What follows belongs to an exercise in optimizing a design on an open flow for small area; a production flow would make more cautious choices.
Function was checked by simulation only, so behaviour that the tests miss may differ from the original.
No activity file was given, so power comes from the tool's default toggle rates.

==> flow/design.v <==
`default_nettype none
package mem_pkg;
	typedef logic [32-1:0]                     addr_t;      
	typedef logic [64-1:0]                   data_t;      
	typedef logic [$clog2(15+1)-1:0]   tag_t;       
	typedef logic [4-1:0]                    lat_t;       
	typedef logic [$clog2(64)-1:0]        line_idx_t;  
	typedef logic [1:0]                           bus_cmd_t;
	localparam bus_cmd_t BUS_NONE  = 2'h0;
	localparam bus_cmd_t BUS_LOAD  = 2'h1;
	localparam bus_cmd_t BUS_STORE = 2'h2;
	function automatic tag_t first_tag(input logic [15-1:0] vec);
		tag_t t;
		t = '0;
		for (int k = 15 - 1; k >= 0; k--) begin  
			if (vec[k]) begin
				t = tag_t'(k + 1);
			end
		end
		first_tag = t;
	endfunction
endpackage
`default_nettype wire
`timescale 1ns/1ps
`default_nettype none
module mem_line_store (
	input  logic               clk,
	input  logic               arst_n,
	input  logic               wr_en,
	input  mem_pkg::line_idx_t wr_idx,
	input  mem_pkg::data_t     wr_data,
	input  mem_pkg::line_idx_t rd_idx,
	output mem_pkg::data_t     rd_raw,    
	output logic               rd_valid,  
	output logic               phase
);
	logic [64-1:0] sel;    
	logic [64-1:0] keep;   
	mem_pkg::data_t        col;    
	logic [64-1:0] rsel;   
	mem_line_ctrl ctrl_i (
		.clk      (clk),
		.arst_n   (arst_n),
		.wr_en    (wr_en),
		.wr_idx   (wr_idx),
		.wr_data  (wr_data),
		.rd_idx   (rd_idx),
		.sel      (sel),
		.keep     (keep),
		.col      (col),
		.rsel     (rsel),
		.rd_valid (rd_valid),
		.phase    (phase)
	);
	mem_line_array array_i (
		.clk    (clk),
		.sel    (sel),
		.keep   (keep),
		.col    (col),
		.rsel   (rsel),
		.rd_raw (rd_raw)
	);
endmodule
module mem_line_ctrl (
	input  logic               clk,
	input  logic               arst_n,
	input  logic               wr_en,
	input  mem_pkg::line_idx_t wr_idx,
	input  mem_pkg::data_t     wr_data,
	input  mem_pkg::line_idx_t rd_idx,
	output logic [64-1:0] sel,
	output logic [64-1:0] keep,
	output mem_pkg::data_t     col,
	output logic [64-1:0] rsel,
	output logic               rd_valid,
	output logic               phase
);
	logic [64-1:0] written;  
	always_comb begin
		for (int r = 0; r < 64; r++) begin
			sel[r]  = wr_en && (wr_idx == 6'(r));
			keep[r] = (wr_idx != 6'(r));
			rsel[r] = (rd_idx == 6'(r));
		end
	end
	assign col = wr_en ? (wr_data ^ {64{phase}}) : '1;
	assign rd_valid = |(written & rsel);
	always_ff @(posedge clk or negedge arst_n) begin
		if (!arst_n) begin
			written <= '0;
			phase   <= 1'b0;
		end else begin
			written <= written | sel;
			phase   <= !phase;
		end
	end
endmodule
module mem_line_array (
	input  logic                  clk,
	input  logic [64-1:0] sel,
	input  logic [64-1:0] keep,
	input  mem_pkg::data_t        col,
	input  logic [64-1:0] rsel,    
	output mem_pkg::data_t        rd_raw
);
	mem_pkg::data_t lines [64];
	always_ff @(posedge clk) begin
		for (int r = 0; r < 64; r++) begin
			lines[r] <= ~((lines[r] | {64{sel[r]}}) & ({64{keep[r]}} | col));
		end
	end
	always_comb begin
		rd_raw = '0;
		for (int r = 0; r < 64; r++) begin
			rd_raw = rd_raw | (lines[r] & {64{rsel[r]}});
		end
	end
endmodule
`default_nettype wire
`timescale 1ns/1ps
`default_nettype none
module mem_tag_table (
	input  logic          clk,
	input  logic          arst_n,
	input  logic          req,                
	output mem_pkg::tag_t mem2proc_response,
	output mem_pkg::tag_t mem2proc_tag
);
	logic [2:0] stage [6];  
	logic [6:1] busy;       
	logic [2:0] grant;
	always_comb begin
		busy = '0;
		for (int k = 0; k < 5; k++) begin
			for (int t = 1; t <= 6; t++) begin
				if (stage[k] == 3'(t)) busy[t] = 1'b1;
			end
		end
		grant = 3'd6;
		for (int t = 5; t >= 1; t--) begin  
			if (!busy[t]) grant = 3'(t);
		end
	end
	always_ff @(posedge clk or negedge arst_n) begin
		if (!arst_n) begin
			for (int k = 0; k < 6; k++) stage[k] <= '0;
		end else begin
			stage[0] <= req ? grant : 3'd0;
			for (int k = 1; k < 6; k++) stage[k] <= stage[k-1];
		end
	end
	assign mem2proc_response = {1'b0, stage[0]};
	assign mem2proc_tag      = {1'b0, stage[5]};
endmodule
`default_nettype wire
`timescale 1ns/1ps
`default_nettype none
module mem_return_select (
	input  logic               clk,
	input  logic               arst_n,
	input  logic               ld_req,    
	input  mem_pkg::line_idx_t ld_idx,
	output mem_pkg::line_idx_t rd_idx,
	input  mem_pkg::data_t     rd_raw,
	input  logic               rd_valid,
	input  logic               phase,
	output mem_pkg::data_t     mem2proc_data
);
	mem_pkg::data_t d [4];
	logic           ld1;
	logic [3:0]     nz;
	always_ff @(posedge clk) begin
		rd_idx <= ld_idx;
		d[0]   <= rd_raw;
		for (int k = 1; k < 4; k++) d[k] <= d[k-1];
	end
	always_ff @(posedge clk or negedge arst_n) begin
		if (!arst_n) begin
			ld1           <= 1'b0;
			nz            <= '0;
			mem2proc_data <= '0;
		end else begin
			ld1   <= ld_req;
			nz[0] <= ld1 && rd_valid;
			for (int k = 1; k < 4; k++) nz[k] <= nz[k-1];
			mem2proc_data <= nz[3] ? (d[3] ^ {64{phase}}) : '0;
		end
	end
endmodule
`default_nettype wire
`timescale 1ns/1ps
`default_nettype none
module mem (
	input  logic     clk,
	input  logic     arst_n,
	input  mem_pkg::addr_t    proc2mem_addr,
	input  mem_pkg::data_t    proc2mem_data,
	input  mem_pkg::bus_cmd_t proc2mem_command,    
	output mem_pkg::tag_t          mem2proc_response,   
	output mem_pkg::data_t         mem2proc_data,       
	output mem_pkg::tag_t          mem2proc_tag         
);
	logic addr_ok;
	logic ld_req;    
	logic st_req;    
	assign addr_ok = (proc2mem_addr[32-1:6] == '0);  
	assign ld_req  = addr_ok && (proc2mem_command == mem_pkg::BUS_LOAD);
	assign st_req  = addr_ok && (proc2mem_command == mem_pkg::BUS_STORE);
	logic                 phase;     
	mem_pkg::line_idx_t   rd_idx;    
	mem_pkg::data_t       rd_raw;    
	logic                 rd_valid;  
	mem_tag_table tag_table_i (
		.clk               (clk),
		.arst_n            (arst_n),
		.req               (ld_req || st_req),
		.mem2proc_response (mem2proc_response),
		.mem2proc_tag      (mem2proc_tag)
	);
	mem_line_store line_store_i (
		.clk      (clk),
		.arst_n   (arst_n),
		.wr_en    (st_req),
		.wr_idx   (proc2mem_addr[5:0]),
		.wr_data  (proc2mem_data),
		.rd_idx   (rd_idx),
		.rd_raw   (rd_raw),
		.rd_valid (rd_valid),
		.phase    (phase)
	);
	mem_return_select return_select_i (
		.clk           (clk),
		.arst_n        (arst_n),
		.ld_req        (ld_req),
		.ld_idx        (proc2mem_addr[5:0]),
		.rd_idx        (rd_idx),
		.rd_raw        (rd_raw),
		.rd_valid      (rd_valid),
		.phase         (phase),
		.mem2proc_data (mem2proc_data)
	);
endmodule
`default_nettype wire
==> flow/run.sh <==
#!/bin/bash
# synth_recipe.tcl (not shown) runs the flow's synth.tcl, then flattens the netlist and writes it again
# the make line also repeats each setting of config.mk as NAME=value (left out here)
make -C /OpenROAD-flow-scripts/flow DESIGN_CONFIG=/design/flow/config.mk WORK_HOME=/design/flow/orfs CLKGATE_MAP_FILE= SYNTH_SCRIPT=/design/flow/synth_recipe.tcl finish
==> flow/config.mk <==
export PLATFORM = sky130hd
export DESIGN_NAME = mem
export DESIGN_NICKNAME = mem
export VERILOG_FILES = /design/flow/design.v
export SDC_FILE = /design/flow/constraint.sdc
export NUM_CORES = 4
export LEC_CHECK = 0
export ABC_AREA = 1
export CAP_MARGIN = 20
export CORE_MARGIN = 2
export CORE_UTILIZATION = 60
export SLEW_MARGIN = 20
export SYNTH_HIERARCHICAL = 1
==> flow/constraint.sdc <==
create_clock -name core_clock -period 10.0 [get_ports {clk}]
set_input_delay 2.0000 -clock core_clock [delete_from_list [all_inputs] [get_ports {clk}]]
set_output_delay 2.0000 -clock core_clock [all_outputs]
set_load 0.01 [all_outputs]
==> results of run 1 <==
[cell families (layout without fill, tap and decap cells)]
logic type,count (synthesis),count (layout),synth area share
buf+inv,2708,2175,0.0745
other cells,1,12,0.0000235
flops,4510,4510,0.570
compound gates,4237,4237,0.165
simple gates,7619,7619,0.191
[flip-flops by register name (all words and copies together), names as in the netlist]
signal / flops
return_select_i.nz: 4
return_select_i.d: 256
tag_table_i.stage: 18
line_store_i.ctrl_i.phase: 1
line_store_i.ctrl_i.written: 64
return_select_i.mem2proc_data: 64
return_select_i.rd_idx: 6
return_select_i.ld1: 1
line_store_i.array_i.lines: 4096
[power by group through the flow]
| stage | clock (mW) | combinational [mW] | sequential, mW |
|---|---|---|---|
| 2_1_floorplan | 0 | 0.135 | 18.5 |
| 3_3_place_gp | 0 | 0.298 | 18.5 |
| 3_5_place_dp | 0 | 0.298 | 18.5 |
| 4_1_cts | 17.1 | 0.299 | 18.1 |
| 5_1_grt | 17.9 | 0.313 | 18.1 |
| 6_report | 17.1 | 0.309 | 18.1 |
[per-stage QoR]
stage	hold WS [ps]	setup WS, ps	util	instance area [um^2]
after CTS	321	5150	0.666	177000
after global placement	309	4170	0.610	162000
after detailed placement	312	4160	0.610	162000
final	321	4860	0.667	177000
after floorplan	310	6110	-	160000
after global routing	329	4840	0.666	177000
[layout by cell type, fill, tap and decap left out, types with 81 or more instances in the layout]
cell type        instances
nor2_1                 857
o22ai_1               4096
clkinv_2                81
dfxtp_1               4358
inv_1                  837
nand4_1                643
clkdlybuf4s50_1        168
clkbuf_8               112
nor2_4                 123
buf_4                  348
clkbuf_1               100
clkbuf_16              456
nand2_1               5782
dfrtp_1                150
[synth_stat cells]
| master | n | share of area |
|---|---|---|
| nand2_1 | 5846 | 0.14 |
| dfxtp_1 | 4358 | 0.55 |
| o22ai_1 | 4096 | 0.16 |
| nor2_1 | 982 | 0.023 |
| inv_1 | 844 | 0.020 |
| buf_1 | 750 | 0.018 |
| nand4_1 | 643 | 0.025 |
| buf_2 | 553 | 0.017 |
| clkbuf_1 | 407 | 0.0096 |
| dfrtp_1 | 152 | 0.024 |
| buf_6 | 121 | 0.0085 |
| nand3_1 | 77 | 0.0024 |
| o21ai_0 | 74 | 0.0023 |
| a21oi_1 | 64 | 0.0020 |
| or2_2 | 54 | 0.0021 |
| buf_4 | 18 | 0.00085 |
| inv_2 | 8 | 0.00019 |
| nor3_1 | 8 | 0.00025 |
| clkbuf_8 | 5 | 0.00043 |
| nand2_2 | 3 | 0.00012 |
| buf_8 | 2 | 0.00019 |
| nand3_2 | 2 | 0.00013 |
| nor2_2 | 2 | 0.000078 |
| a21oi_2 | 1 | 0.000055 |
| conb_1 | 1 | 0.000023 |
| nand3b_1 | 1 | 0.000047 |
| nor2b_4 | 1 | 0.000086 |
| o211ai_2 | 1 | 0.000078 |
| o21ai_1 | 1 | 0.000031 |
[per-layer routing]
metal / vias up / global-route usage
li1: 63500 / -
met1: 68500 / 0.571
met2: 7422 / 0.614
met3: 1347 / 0.125
met4: 6 / 0.282
met5: - / 0
[final timing paths]
check                                                     endpoint  slack [ps]  cells past startpoint
worst max-delay path            line_store_i.array_i.lines[40][47]        4860                      9
worst min register to register             return_select_i.d[2][3]         320                      0
worst min-delay path                       return_select_i.d[2][3]         320                      0
max in group asynchronous        return_select_i.mem2proc_data[16]        7290                      2
worst max register to register            return_select_i.d[0][22]        5320                     12
min in group asynchronous                  tag_table_i.stage[5][0]        1110                      1
[worst max-delay path, stage by stage]
cell	delay [ps]
clkdlybuf4s50_1	820
inv_1	120
nor2_1	110
inv_1	80
nor2_1	640
nand2_2	510
nor2_4	670
buf_4	680
o22ai_1	160
[modules after synthesis (local to each module, per instance), excerpt]
| module | copies in the design | area (um^2) |
|---|---|---|
| mem_line_array | 1 | 146000 |
| mem_tag_table | 1 | 797 |
| mem_return_select | 1 | 8190 |
| mem | 1 | 123 |
| mem_line_ctrl | 1 | 4610 |
[area by class of cell]
| cell class | instances | area share |
|---|---|---|
| flip-flops and latches | 4510 | 0.515 |
| multi-input cells | 11900 | 0.332 |
| clock buffers | 667 | 0.0754 |
| repair buffers | 522 | 0.0250 |
| well taps | 3533 | 0.0250 |
| inverters | 852 | 0.0182 |
| clock inverters | 134 | 0.00904 |
| diodes | 10 | 0.000142 |
==> results.ini, run 1 <==
[run_status]
status = finished clean

[die]
die_h_um = 520
core_area_mm2 = 0.265
fp-row-count = 189
start_util = 0.603
dieArea_mm2 = 0.270
ios = 172
die_x_um = 520

[logic_synthesis]
netlist_area_mm2 = 0.160
ys_seq_elements = 4510
synth_warnings = 13
syn_avg_cell_area_um2 = 8.38
synth.distinct_cells = 29
synth_seq_area_share = 0.570
synth_cells = 19100

[hold_path]
hp-class = flip-flop to flip-flop
hold_start = return_select_i.d[1][3]

[drt]
drt_pass1_iterations = 26
routed-wl-met2_mm = 248
highest_layer = met5
drt-initial-drc-count = 14900
wirelength_mm = 605
vias_per_cell = 6.37
wl_met1_mm = 238
wl_per_cell_um = 27.4
drtAntennaViolNets = 0
via_count = 141000
route.detailed.drc = 0
dr_wl_met3_mm = 74.6

[finish]
multi_input_comb_area_mm2 = 0.0586
syn_to_final_growth_pct = 10.6
register_area_mm2 = 0.0911
drive_above_1_share = 0.0749
layout.cells.non_filler = 22100
n_fill_cell = 22900
fin_nets = 18300

[global_route]
grt-ovfl-total = 0
grt_max_degree = 73
grt_first_pass_wirelength_mm = 869
antenna_found_initial = 28
grt_pass1_vias = 127000
grt_use_total = 0.431

[clock_tree]
cts_sinks = 4510
cts_root_buf = clkbuf_16
clk_latency_ps = 990
cts_resized = 0
cts-buffers-inserted = 441
cts_tree = done
clk_path_buf_depth = 4
post_cts_buffers = 0
cts-hold-fix-buffers = 0
cts.clk_slew.worst_paths_ps = 60
htreeDepth = 5

[pwr]
power_mw = 35.5
power.internal_mw = 28.2
pwr_density_cell_mw_per_mm2 = 201
p_sw_mw = 7.37
seq_power_share = 0.510
p_leak_nw = 73.0
irDropWorstVdd_v = 0.000206
pwr-share-comb = 0.009
netSwitchingFraction = 0.207
p_clk_frac = 0.481

[place]
hpwl_mm = 357
gp_congestion = 0.960
io_buffers = 169
dp_cells = 21300

[timing]
setup_viol_count_final = 0
tightest_slew_ps = 1220
timing.final.crit_share = 0.514
setup-tns-final_ps = 0
drv_slew = 0
clock-skew-final_ps = 53.1
hold_viol = 0
rsz0062_at_grt = no
slew_headroom = 0.185
max_freq_mhz = 195
post-route-min-period_ps = 5140

[worst_setup_path]
worstPathMaxFanout = 48
cp-end-kind = flip-flop
crit_type = input pin to flip-flop
worstPathArrival_ps = 5910
crit_required_ps = 10770
start_kind = input pin
crit_start = proc2mem_addr[3]
r2r-start = return_select_i.rd_idx[5]

[flow_run]
cap_violations = 0

==> inputs of run 2 (changes only) <==
--- a/flow/design.v
+++ b/flow/design.v
@@ -79,11 +79,11 @@
 	always_comb begin
 		for (int r = 0; r < 64; r++) begin
 			sel[r]  = wr_en && (wr_idx == 6'(r));
-			keep[r] = (wr_idx != 6'(r));
+			keep[r] = !sel[r];
 			rsel[r] = (rd_idx == 6'(r));
 		end
 	end
-	assign col = wr_en ? (wr_data ^ {64{phase}}) : '1;
+	assign col = wr_data ^ {64{phase}};
 	assign rd_valid = |(written & rsel);
 	always_ff @(posedge clk or negedge arst_n) begin
 		if (!arst_n) begin
@@ -109,12 +109,37 @@
 			lines[r] <= ~((lines[r] | {64{sel[r]}}) & ({64{keep[r]}} | col));
 		end
 	end
+	localparam int GROUPS = (64 + 2) / 3;
+	mem_pkg::data_t part_n [GROUPS];  
+	for (genvar g = 0; g < GROUPS; g++) begin : g_read
+		if (3*g + 2 < 64) begin : g_three
+			mem_read_aoi3 aoi_i (
+				.l0 (lines[3*g]),   .s0 (rsel[3*g]),
+				.l1 (lines[3*g+1]), .s1 (rsel[3*g+1]),
+				.l2 (lines[3*g+2]), .s2 (rsel[3*g+2]),
+				.y_n(part_n[g])
+			);
+		end else begin : g_one
+			assign part_n[g] = ~(lines[3*g] & {64{rsel[3*g]}});
+		end
+	end
 	always_comb begin
 		rd_raw = '0;
-		for (int r = 0; r < 64; r++) begin
-			rd_raw = rd_raw | (lines[r] & {64{rsel[r]}});
-		end
-	end
+		for (int g = 0; g < GROUPS; g++) begin
+			rd_raw = rd_raw | ~part_n[g];
+		end
+	end
+endmodule
+module mem_read_aoi3 (
+	input  mem_pkg::data_t l0,
+	input  logic           s0,
+	input  mem_pkg::data_t l1,
+	input  logic           s1,
+	input  mem_pkg::data_t l2,
+	input  logic           s2,
+	output mem_pkg::data_t y_n
+);
+	assign y_n = ~((l0 & {64{s0}}) | (l1 & {64{s1}}) | (l2 & {64{s2}}));
 endmodule
 `default_nettype wire
 `timescale 1ns/1ps
@@ -169,6 +194,16 @@
 	mem_pkg::data_t d [4];
 	logic           ld1;
 	logic [3:0]     nz;
+	logic           one_n, zero_n;
+	mem_pkg::data_t ret_data;
+	assign one_n  = !(nz[3] && !phase);
+	assign zero_n = !(nz[3] && phase);
+	mem_ret_mux ret_mux_i (
+		.d      (d[3]),
+		.one_n  (one_n),
+		.zero_n (zero_n),
+		.y      (ret_data)
+	);
 	always_ff @(posedge clk) begin
 		rd_idx <= ld_idx;
 		d[0]   <= rd_raw;
@@ -183,7 +218,19 @@
 			ld1   <= ld_req;
 			nz[0] <= ld1 && rd_valid;
 			for (int k = 1; k < 4; k++) nz[k] <= nz[k-1];
-			mem2proc_data <= nz[3] ? (d[3] ^ {64{phase}}) : '0;
+			mem2proc_data <= ret_data;  
+		end
+	end
+endmodule
+module mem_ret_mux (
+	input  mem_pkg::data_t d,
+	input  logic           one_n,
+	input  logic           zero_n,
+	output mem_pkg::data_t y
+);
+	always_comb begin
+		for (int b = 0; b < 64; b++) begin
+			y[b] = !(d[b] ? one_n : zero_n);
 		end
 	end
 endmodule
--- a/flow/config.mk
+++ b/flow/config.mk
@@ -5,9 +5,10 @@
 export SDC_FILE = /design/flow/constraint.sdc
 export NUM_CORES = 4
 export LEC_CHECK = 0
-export ABC_AREA = 1
 export CAP_MARGIN = 20
 export CORE_MARGIN = 2
 export CORE_UTILIZATION = 60
+export CTS_CLUSTER_DIAMETER = 80
+export CTS_CLUSTER_SIZE = 24
 export SLEW_MARGIN = 20
 export SYNTH_HIERARCHICAL = 1
==> run 2 against run 1 <==
Net effect: still clean on timing, DRC and antenna; first-iteration DRC count increased by 65%; clock power decreased by 43%; fmax decreased by 23%; sequential power about the same; utilization decreased by 4.0 points; synthesized cell count decreased by 32%; clock skew decreased by 9.9 ps; worst setup slack got worse by 1600 ps; synthesized area decreased by 6.9%; global-route usage increased by 3.4 points; critical path depth unchanged; critical path type unchanged; critical endpoint is now line_store_i.array_i.lines[47][33].
==> results.ini, run 2 <==
[run_status]
status = finished clean

[logic_synthesis]
synth_cells = 13000
netlist_top_cells_count = dfxtp_1, o22ai_1, buf_2
netlist_area_mm2 = 0.149
synth_warnings = 18
synth.top_cell.area_share = 0.587
synth.distinct_cells = 71
ys_seq_elements = 4510
syn_avg_cell_area_um2 = 11.5
async_flop_share = 0.0337
synth_top_cells_by_area = dfxtp_1, o22ai_1, a222oi_1, buf_2, dfrtp_1
yosysTopAreaCell = dfxtp_1
synth-edff-count = 0
synth_seq_area_share = 0.612
synth_most_common_cell = dfxtp_1
synth_ff_type = dfxtp_1

[die]
core_area_mm2 = 0.246
ios = 172
dieArea_mm2 = 0.252
start_util = 0.604
fp-row-count = 182
die_x_um = 502
die_h_um = 502

[global_route]
grt-ovfl-total = 0
grt_max_degree = 67
antenna_found_initial = 49
grt_first_pass_wirelength_mm = 860
grt_pass1_vias = 118000
grt_use_total = 0.466

[pwr]
pwr_density_cell_mw_per_mm2 = 185
p_leak_nw = 56.9
power_mw = 28.5
irDropWorstVdd_v = 0.000196

[clock_tree]
cts.clk_slew.worst_paths_ps = 100
clk_latency_ps = 930
cts_root_buf = clkbuf_16
htreeDepth = 4
clk_path_buf_depth = 3
cts_tree = done
post_cts_buffers = 0
cts_resized = 0
cts-buffers-inserted = 208
cts-hold-fix-buffers = 0
cts_sinks = 4510

[worst_setup_path]
worstPathMaxFanout = 65
crit_required_ps = 10760
crit_type = input pin to flip-flop
r2r-start = return_select_i.rd_idx[0]
rr_worst_depth = 10
worstPathArrival_ps = 7460
start_kind = input pin
cp-end-kind = flip-flop
reg2reg_slack_ps = 3950
r2r_end = return_select_i.d[0][52]

[timing]
timing.final.crit_share = 0.670
fin_ws_ps = 3300
fin_hold_ws_ps = 328
hold_viol = 0
clock-skew-final_ps = 43.2
post-route-min-period_ps = 6700
setup_viol_count_final = 0
rsz0062_at_grt = no
max_freq_mhz = 149
drv_slew = 0
slew_headroom = 0.120
tightest_slew_ps = 1320
setup-tns-final_ps = 0

[flow_run]
cap_violations = 0

[hold_path]
min_to = return_select_i.d[3][62]
holdPathStages = 0
hp-class = flip-flop to flip-flop
hold_start = return_select_i.d[2][62]

[drt]
wl_per_cell_um = 40.1
drtAntennaViolNets = 0
wirelength_mm = 612
drt-initial-drc-count = 24700
drt_pass1_iterations = 12
via_count = 124000
vias_per_cell = 8.11
route.detailed.drc = 0

[place]
place_ws_ps = 2410
gp_congestion = 1.02
hpwl_mm = 345
io_buffers = 169

[finish]
final_common_cell = dfxtp_1
fin_nets = 11900
top_regs = line_store_i.array_i.lines (4096), return_select_i.d (256)
final_cell_mix = dfxtp_1, o22ai_1, a222oi_1, buf_4, nand4_1
largest_register_ffs = 4096
drive_above_1_share = 0.0801
fin_util = 0.626
largest-register = line_store_i.array_i.lines
syn_to_final_growth_pct = 3.62

-- run 2: logic make-up (layout without fill, tap and decap cells) --
group | after synthesis | in the layout | synth area share
compound gates | 5557 | 5557 | 0.271
xor+xnor | 64 | 64 | 0.00377
buf+inv | 1919 | 854 | 0.0781
flops | 4510 | 4510 | 0.612
mux | 71 | 71 | 0.00492
other cells | 1 | 36 | 0.0000252
simple gates | 845 | 845 | 0.0302
-- run 2: per-stage QoR --
step,area [um^2],cells
2_1_floorplan,149000,13000
3_3_place_gp,148000,14900
3_5_place_dp,148000,14900
4_1_cts,154000,15200
5_1_grt,154000,15200
6_report,154000,15200
-- run 2: final cells by class --
class	instances	area [um^2]
antenna	34	85.1
clock buffer	247	5500
clock inverter	19	273
fill	19200	92000
inverter	78	295
multi-input combinational	6539	48400
sequential	4510	91100
tap	3312	4140
timing repair buffer	510	4370
-- run 2: report_power, final --
group	total [mW]	leakage, nW	internal, mW	switching [mW]
clock	9.72	2.82	3.96	5.76
combinational	0.684	12.2	0.0910	0.593
sequential	18.1	41.9	18.1	0.0396
total	28.5	56.9	22.1	6.39
-- run 2: per-module statistics from Yosys, one instance, submodules excluded, a selection --
module / times used / flops+latches / cell area (um^2)
mem_ret_mux: 1 / 0 / 821
mem_return_select: 1 / 331 / 6990
mem_read_aoi3: 21 / 0 / 833
mem_tag_table: 1 / 18 / 767
mem_line_array: 1 / 4096 / 118000
mem_line_ctrl: 1 / 65 / 4500
mem: 1 / 0 / 96.3
-- run 2: per-layer routing --
layer	track usage	wire length, um	up-vias
li1	-	-	50200
met1	0.583	217000	60800
met2	0.645	245000	10600
met3	0.187	96900	2096
met4	0.340	52500	34
met5	0.00868	230	-
-- run 2: worst max-delay path by stage --
stage	startpoint	endpoint	slack, ps	cells past startpoint
after global placement	proc2mem_addr[7]	line_store_i.array_i.lines[21][62]	2410	10
final	proc2mem_addr[7]	line_store_i.array_i.lines[47][33]	3300	9
after CTS	proc2mem_addr[7]	line_store_i.array_i.lines[47][33]	3350	9
after global routing	proc2mem_addr[7]	line_store_i.array_i.lines[21][62]	3390	10
after floorplan	proc2mem_addr[23]	line_store_i.array_i.lines[12][10]	5640	9
after detailed placement	proc2mem_addr[7]	line_store_i.array_i.lines[47][33]	2410	9
-- run 2: critical path, stage by stage --
cell and delay, ps:
clkdlybuf4s50_1 420, nor4_1 330, nand4_1 270, nor4_4 770, and3b_2 960, nand2_4 750, inv_2 990, buf_4 660
o22ai_1 150
==> inputs of run 3 (changes only) <==
--- a/flow/config.mk
+++ b/flow/config.mk
@@ -8,7 +8,8 @@
 export CAP_MARGIN = 20
 export CORE_MARGIN = 2
 export CORE_UTILIZATION = 60
-export CTS_CLUSTER_DIAMETER = 80
-export CTS_CLUSTER_SIZE = 24
+export CTS_BUF_LIST = sky130_fd_sc_hd__clkbuf_8
+export CTS_CLUSTER_DIAMETER = 60
+export CTS_CLUSTER_SIZE = 16
 export SLEW_MARGIN = 20
 export SYNTH_HIERARCHICAL = 1
==> run 3 against run 2 <==
Net effect: via count up 0.50%; routed wire length is 0.67% higher; design area fell by 0.51%; clock-buffer cell count rose by 100; combinational power is essentially flat; clock power decreased by 7.5%; sequential share of layout area up 0.30 points; sequential power about the same; fmax shrank 0.15%; non-clock buffer count shrank 2; critical path depth did not move; register-to-register slack improved by 80 ps; largest cell class unchanged.
==> results.ini, run 3 <==
[timing]
timing.final.crit_share = 0.671
post-route-min-period_ps = 6710
drv_slew = 0
fin_ws_ps = 3290
max_freq_mhz = 149
setup_viol_count_final = 0
clock-skew-final_ps = 70.9
tightest_slew_ps = 1370
slew_headroom = 0.0853
hold_viol = 0
setup-tns-final_ps = 0
rsz0062_at_grt = no

[pwr]
p_clk_frac = 0.323
p_leak_nw = 56.8
pwr_density_cell_mw_per_mm2 = 181
seq_power_share = 0.652
p_sw_mw = 6.45
netSwitchingFraction = 0.232
pwr-share-comb = 0.025
power_mw = 27.8
irDropWorstVdd_v = 0.000153
power.internal_mw = 21.3

[die]
core_area_mm2 = 0.246
ios = 172
dieArea_mm2 = 0.252
die_h_um = 502
fp-row-count = 182
start_util = 0.604
die_x_um = 502

[hold_path]
holdPathStages = 0
hp-class = flip-flop to flip-flop

[clock_tree]
htreeDepth = 5
cts-buffers-inserted = 335
cts.clk_slew.worst_paths_ps = 100
cts-hold-fix-buffers = 0
clk_latency_ps = 1110
post_cts_buffers = 0
cts_sinks = 4510
cts_resized = 0
clk_path_buf_depth = 4
cts_root_buf = clkbuf_8
cts_tree = done

[drt]
wl_per_cell_um = 40.0
drtAntennaViolNets = 0
drt-initial-drc-count = 25000
wirelength_mm = 616
drt_pass1_iterations = 22
via_count = 124000
vias_per_cell = 8.08
route.detailed.drc = 0

[logic_synthesis]
synth_ff_type = dfxtp_1
synth.distinct_cells = 71
synth-edff-count = 0
syn_avg_cell_area_um2 = 11.5
netlist_area_mm2 = 0.149
synth.top_cell.area_share = 0.587
ys_seq_elements = 4510
netlist_top_cells_count = dfxtp_1, o22ai_1, buf_2
synth_cells = 13000
synth_top_cells_by_area = dfxtp_1, o22ai_1, a222oi_1, buf_2, dfrtp_1
synth_most_common_cell = dfxtp_1
async_flop_share = 0.0337
yosysTopAreaCell = dfxtp_1
synth_seq_area_share = 0.612
synth_warnings = 18

[finish]
final_common_cell = dfxtp_1
fin_util = 0.623
final_area_mm2 = 0.153
largest-register = line_store_i.array_i.lines
drive_above_1_share = 0.0897
final_cell_mix = dfxtp_1, o22ai_1, a222oi_1, clkbuf_8, buf_4
syn_to_final_growth_pct = 3.10
fin_nets = 12100
largest_register_ffs = 4096
n_fill_cell = 19400
top_regs = line_store_i.array_i.lines (4096), return_select_i.d (256)

[worst_setup_path]
crit_required_ps = 10940
r2r_end = return_select_i.d[0][52]
endpoint = line_store_i.array_i.lines[47][27]
rr_worst_depth = 11
cp-end-kind = flip-flop
worstPathArrival_ps = 7660
start_kind = input pin
crit_start = proc2mem_addr[7]
reg2reg_slack_ps = 4030
r2r-start = return_select_i.rd_idx[3]
worstPathMaxFanout = 65
crit_type = input pin to flip-flop

[flow_run]
cap_violations = 0

[place]
io_buffers = 169
hpwl_mm = 345
place_area_mm2 = 0.148
gp_congestion = 1.02
place_ws_ps = 2410

[run_status]
status = finished clean

[global_route]
grt_first_pass_wirelength_mm = 865
grt_pass1_vias = 118000
antenna_found_initial = 41
grt_max_degree = 67
grt_use_total = 0.468
grt-ovfl-total = 0

[run 3: cell count changes in the layout (fill, tap and decap cells not counted), moves of 3 or more]
cell / previous run / this run
clkinvlp_4: 0 / 7
clkbuf_16: 213 / 0
diode_2: 34 / 27
clkinv_8: 3 / 0
clkbuf_1: 30 / 0
inv_8: 0 / 5
clkbuf_8: 4 / 347
inv_1: 14 / 54
inv_6: 6 / 1
[run 3: metrics by stage]
stage	hold slack, ps	std cells
global route	312	15400
detailed placement	312	14900
global placement	310	14900
floorplan	310	13000
CTS	298	15300
finish	300	15400
[run 3: area by class of cell]
class	instances	area, um^2	area share
inverter	78	295	0.00193
clock buffer	347	4780	0.0311
timing repair buffer	508	4320	0.0282
clock inverter	57	293	0.00191
antenna	27	67.6	0.000441
sequential	4510	91100	0.594
multi-input combinational	6539	48400	0.316
tap	3312	4140	0.0270
[run 3: worst min path at each step]
stage                             startpoint                  endpoint
floorplan            return_select_i.d[0][0]   return_select_i.d[1][0]
global placement    return_select_i.d[2][41]  return_select_i.d[3][41]
detailed placement  return_select_i.d[0][55]  return_select_i.d[1][55]
CTS                  return_select_i.d[2][4]   return_select_i.d[3][4]
global route         return_select_i.d[2][4]   return_select_i.d[3][4]
finish               return_select_i.d[2][4]   return_select_i.d[3][4]
[run 3: layer usage]
metal / GRT usage / vias up / routed length, um
met2: 0.650 / 10700 / 247000
met5: 0 / - / 198
met3: 0.184 / 2066 / 97400
met4: 0.341 / 30 / 52000
met1: 0.589 / 61100 / 219000
li1: - / 50400 / -
[run 3: power groups by stage]
stage | clock [mW] | sequential (mW) | combinational [mW]
CTS | 8.93 | 18.1 | 0.643
floorplan | 0 | 18.5 | 0.339
global placement | 0 | 18.5 | 0.630
detailed placement | 0 | 18.5 | 0.643
finish | 8.99 | 18.1 | 0.685
global route | 9.57 | 18.1 | 0.680
[run 3: logic make-up after synthesis]
family	after synthesis	share of synthesized area
simple gates	845	0.0302
mux	71	0.00492
xor+xnor	64	0.00377
flops	4510	0.612
other cells	1	0.0000252
buf+inv	1919	0.0781
compound gates	5557	0.271
[run 3: critical path, stage by stage]
cell and delay (ps):
clkdlybuf4s50_1 420, nor4_1 330, nand4_1 240, nor4_2 990, and3b_2 990, nand2_4 720, inv_2 980, buf_4 680
o22ai_1 150
[run 3: per-module statistics from Yosys (local to each module, per instance), excerpt]
module | flip-flops and latches | cells inside | copies in the design
mem_line_array | 4096 | 10100 | 1
mem | 0 | 14 | 1
mem_tag_table | 18 | 65 | 1
mem_return_select | 331 | 334 | 1
mem_line_ctrl | 65 | 572 | 1
mem_ret_mux | 0 | 78 | 1
mem_read_aoi3 | 0 | 85 | 21
==> inputs of run 4 (changes only) <==
==> flow/flow/run.sh (new file) <==
#!/bin/bash
# The standard layout (the standard.sh, with config.mk's settings and
# the standard synthesis unchanged), with one difference: the port
# buffers that global placement inserts on every input and output are
# buf_1 cells instead of the default clkdlybuf4s50_1 (the ports are still
# all buffered).
set -euo pipefail
export BUFFER_PORTS_ARGS="-buffer_cell sky130_fd_sc_hd__buf_1"
bash standard.sh > standard_flow.log 2>&1
==> flow/standard.sh (new file) <==
#!/bin/bash
# synth_recipe.tcl (not shown) runs the flow's synth.tcl, then flattens the netlist and writes it again
# the make line also repeats each setting of config.mk as NAME=value (left out here)
make -C /OpenROAD-flow-scripts/flow DESIGN_CONFIG=/design/flow/config.mk WORK_HOME=/design/flow/orfs CLKGATE_MAP_FILE= SYNTH_SCRIPT=/design/flow/synth_recipe.tcl "${@:-finish}"
--- a/flow/config.mk
+++ b/flow/config.mk
@@ -5,11 +5,11 @@
 export SDC_FILE = /design/flow/constraint.sdc
 export NUM_CORES = 4
 export LEC_CHECK = 0
-export CAP_MARGIN = 20
+export CAP_MARGIN = 30
 export CORE_MARGIN = 2
 export CORE_UTILIZATION = 60
 export CTS_BUF_LIST = sky130_fd_sc_hd__clkbuf_8
 export CTS_CLUSTER_DIAMETER = 60
 export CTS_CLUSTER_SIZE = 16
-export SLEW_MARGIN = 20
+export SLEW_MARGIN = 30
 export SYNTH_HIERARCHICAL = 1
removed: flow/run.sh
==> run 4 against run 3 <==
Net effect: sequential share of layout area is 0.10 points higher; register-to-register slack gained 320 ps; clock power hardly changed; power about the same; global-route usage shrank 0.41 points; non-clock buffer count is 13 higher; final cell count is essentially flat; largest power group unchanged.
==> results.ini, run 4 <==
[pwr]
pwr_density_cell_mw_per_mm2 = 182
p_leak_nw = 56.6
irDropWorstVdd_v = 0.000160

[timing]
rsz0062_at_grt = no
setup_viol_count_final = 0
clock-skew-final_ps = 76.7
hold_viol = 0
setup-tns-final_ps = 0
timing.final.crit_share = 0.570
slew_headroom = 0.109
tightest_slew_ps = 1340
post-route-min-period_ps = 5700
drv_slew = 0
max_freq_mhz = 175

[drt]
drt_pass1_iterations = 15
vias_per_cell = 8.03
wl_per_cell_um = 39.6
drtAntennaViolNets = 0
route.detailed.drc = 0
wirelength_mm = 609
via_count = 124000
drt-initial-drc-count = 24700

[finish]
drive_above_1_share = 0.0912
largest_register_ffs = 4096
syn_to_final_growth_pct = 2.92
register_area_mm2 = 0.0911
top_regs = line_store_i.array_i.lines (4096), return_select_i.d (256)
final_cell_mix = dfxtp_1, o22ai_1, a222oi_1, clkbuf_8, buf_4
largest-register = line_store_i.array_i.lines
multi_input_comb_area_mm2 = 0.0486
n_fill_cell = 19400
fin_nets = 12100
final_area_mm2 = 0.153
final_common_cell = dfxtp_1

[worst_setup_path]
crit_type = input pin to flip-flop
crit_required_ps = 10960
rr_worst_depth = 9
worstPathMaxFanout = 66
worstPathArrival_ps = 6650
start_kind = input pin
cp-end-kind = flip-flop
r2r_end = return_select_i.d[0][49]
r2r-start = return_select_i.rd_idx[5]
reg2reg_slack_ps = 4350

[global_route]
grt_max_degree = 67
use_met1 = 0.594
grt.busiest_layer = met2
grt_first_pass_wirelength_mm = 857
use_met2 = 0.638
use_met3 = 0.179
grt_pass1_vias = 117000
grt_use_total = 0.464
grt-ovfl-total = 0
antenna_found_initial = 47

[logic_synthesis]
synth_seq_area_share = 0.612
synth.distinct_cells = 71
netlist_area_mm2 = 0.149
synth_cells = 13000
netlist_top_cells_count = dfxtp_1, o22ai_1, buf_2
synth_warnings = 18
synth.top_cell.area_share = 0.587
async_flop_share = 0.0337
synth_ff_type = dfxtp_1
synth_most_common_cell = dfxtp_1
syn_avg_cell_area_um2 = 11.5
synth_top_cells_by_area = dfxtp_1, o22ai_1, a222oi_1, buf_2, dfrtp_1
ys_seq_elements = 4510
yosysTopAreaCell = dfxtp_1
synth-edff-count = 0

[die]
ios = 172
fp-row-count = 182
dieArea_mm2 = 0.252
core_area_mm2 = 0.246
die_x_um = 502
start_util = 0.604
die_h_um = 502

[place]
io_buffers = 169
place_area_mm2 = 0.147
gp_congestion = 0.988
hpwl_mm = 354

[hold_path]
hp-class = flip-flop to flip-flop
holdPathStages = 0
min_to = return_select_i.d[3][4]
hold_start = return_select_i.d[2][4]

[clock_tree]
htreeDepth = 5
clk_latency_ps = 1150
post_cts_buffers = 0
cts-buffers-inserted = 335
cts-hold-fix-buffers = 0
cts_sinks = 4510
cts_resized = 0
cts_root_buf = clkbuf_8
cts.clk_slew.worst_paths_ps = 100
clk_path_buf_depth = 4
cts_tree = done

[run_status]
status = finished clean

[flow_run]
cap_violations = 0

[run 4: report_power, final]
group          leakage, nW  switching [mW]  internal (mW)
Clock                 2.77            5.80           3.16
Combinational         12.0           0.618         0.0849
Sequential            41.9          0.0443           18.1
[run 4: worst max path at each step]
stage,from,endpoint,cells past startpoint
6_report,proc2mem_addr[15],line_store_i.array_i.lines[28][14],11
5_1_grt,proc2mem_addr[15],line_store_i.array_i.lines[28][52],11
4_1_cts,proc2mem_addr[15],line_store_i.array_i.lines[36][62],11
3_5_place_dp,proc2mem_addr[15],line_store_i.array_i.lines[36][62],11
3_3_place_gp,proc2mem_addr[15],line_store_i.array_i.lines[27][62],10
2_1_floorplan,proc2mem_addr[23],line_store_i.array_i.lines[12][10],9
[run 4: per-layer routing]
metal | part of all wire | vias up
li1 | - | 50400
met1 | 0.36 | 60700
met2 | 0.40 | 10300
met3 | 0.16 | 2065
met4 | 0.081 | 44
met5 | 0.00059 | -
[run 4: cell families after synthesis]
kind of cell    Yosys count  synth area share
compound gates         5557             0.271
xor+xnor                 64           0.00377
buf+inv                1919            0.0781
flops                  4510             0.612
mux                      71           0.00492
other cells               1         0.0000252
simple gates            845            0.0302
[run 4: cell type report]
cell class / instances / share of cell area
clock buffers: 343 / 0.0308
diodes: 20 / 0.000327
well taps: 3312 / 0.0271
multi-input cells: 6539 / 0.317
inverters: 78 / 0.00206
repair buffers: 521 / 0.0255
clock inverters: 58 / 0.00217
flip-flops and latches: 4510 / 0.595
[run 4: Yosys stat by module (local to each module, per instance), a selection]
module	cells inside	flip-flops and latches	copies in the design
mem_read_aoi3	85	0	21
mem_ret_mux	78	0	1
mem_line_ctrl	572	65	1
mem_tag_table	65	18	1
mem	14	0	1
mem_line_array	10100	4096	1
mem_return_select	334	331	1
[run 4: critical path, stage by stage]
cell     delay, ps
buf_1          110
nor4_1         320
nand4_1        210
nor4_1         380
buf_4          260
nand2_1        110
nor2_4         770
nand2_4        760
inv_2          860
buf_4          580
o22ai_1        140
[run 4: through the flow]
| stage | utilization | worst slack, ps | instances | power (mW) | hold slack, ps |
|---|---|---|---|---|---|
| after CTS | 0.620 | 4560 | 15300 | 27.7 | 303 |
| after global placement | 0.597 | 3400 | 14900 | 19.2 | 309 |
| after global routing | 0.622 | 4260 | 15400 | 28.4 | 303 |
| after floorplan | - | 5640 | 13000 | 18.8 | 310 |
| after detailed placement | 0.599 | 3400 | 14900 | 19.2 | 312 |
| final | 0.622 | 4300 | 15400 | 27.8 | 313 |

[what the ideal ports hide]
Ports are ideal in the flow. The routed layouts listed here were re-timed in OpenROAD.
Step 1 assumes that a clkbuf_16 drives the clock port and a buf_2 every other input.
Step 2 times the ports against the registers' clock, not the clock port: input delays grow and output delays shrink by t, the midpoint of the rising clock arrivals with the driver on.
Slacks: ideal ports / drivers / drivers and shift; pairs: ideal ports / drivers.
run | t, ns | setup WS [ns] | worst setup path at the end | clock arrival spread, ns
run 1 | 1.064 | 4.865 / 4.938 / 3.874 | input to register | 0.062 / 0.062
run 2 | 1.015 | 3.297 / 3.378 / 2.363 | input to register | 0.046 / 0.046
run 3 | 1.187 | 3.287 / 3.366 / 2.179 | input to register | 0.092 / 0.093
run 4 | 1.211 | 4.301 / 4.355 / 3.160 | input to register | 0.083 / 0.083
After both steps every run listed still meets setup and hold. The setup slack of run 4, which loses most, moves by +0.054 ns with the drivers and by -1.141 ns with both steps.
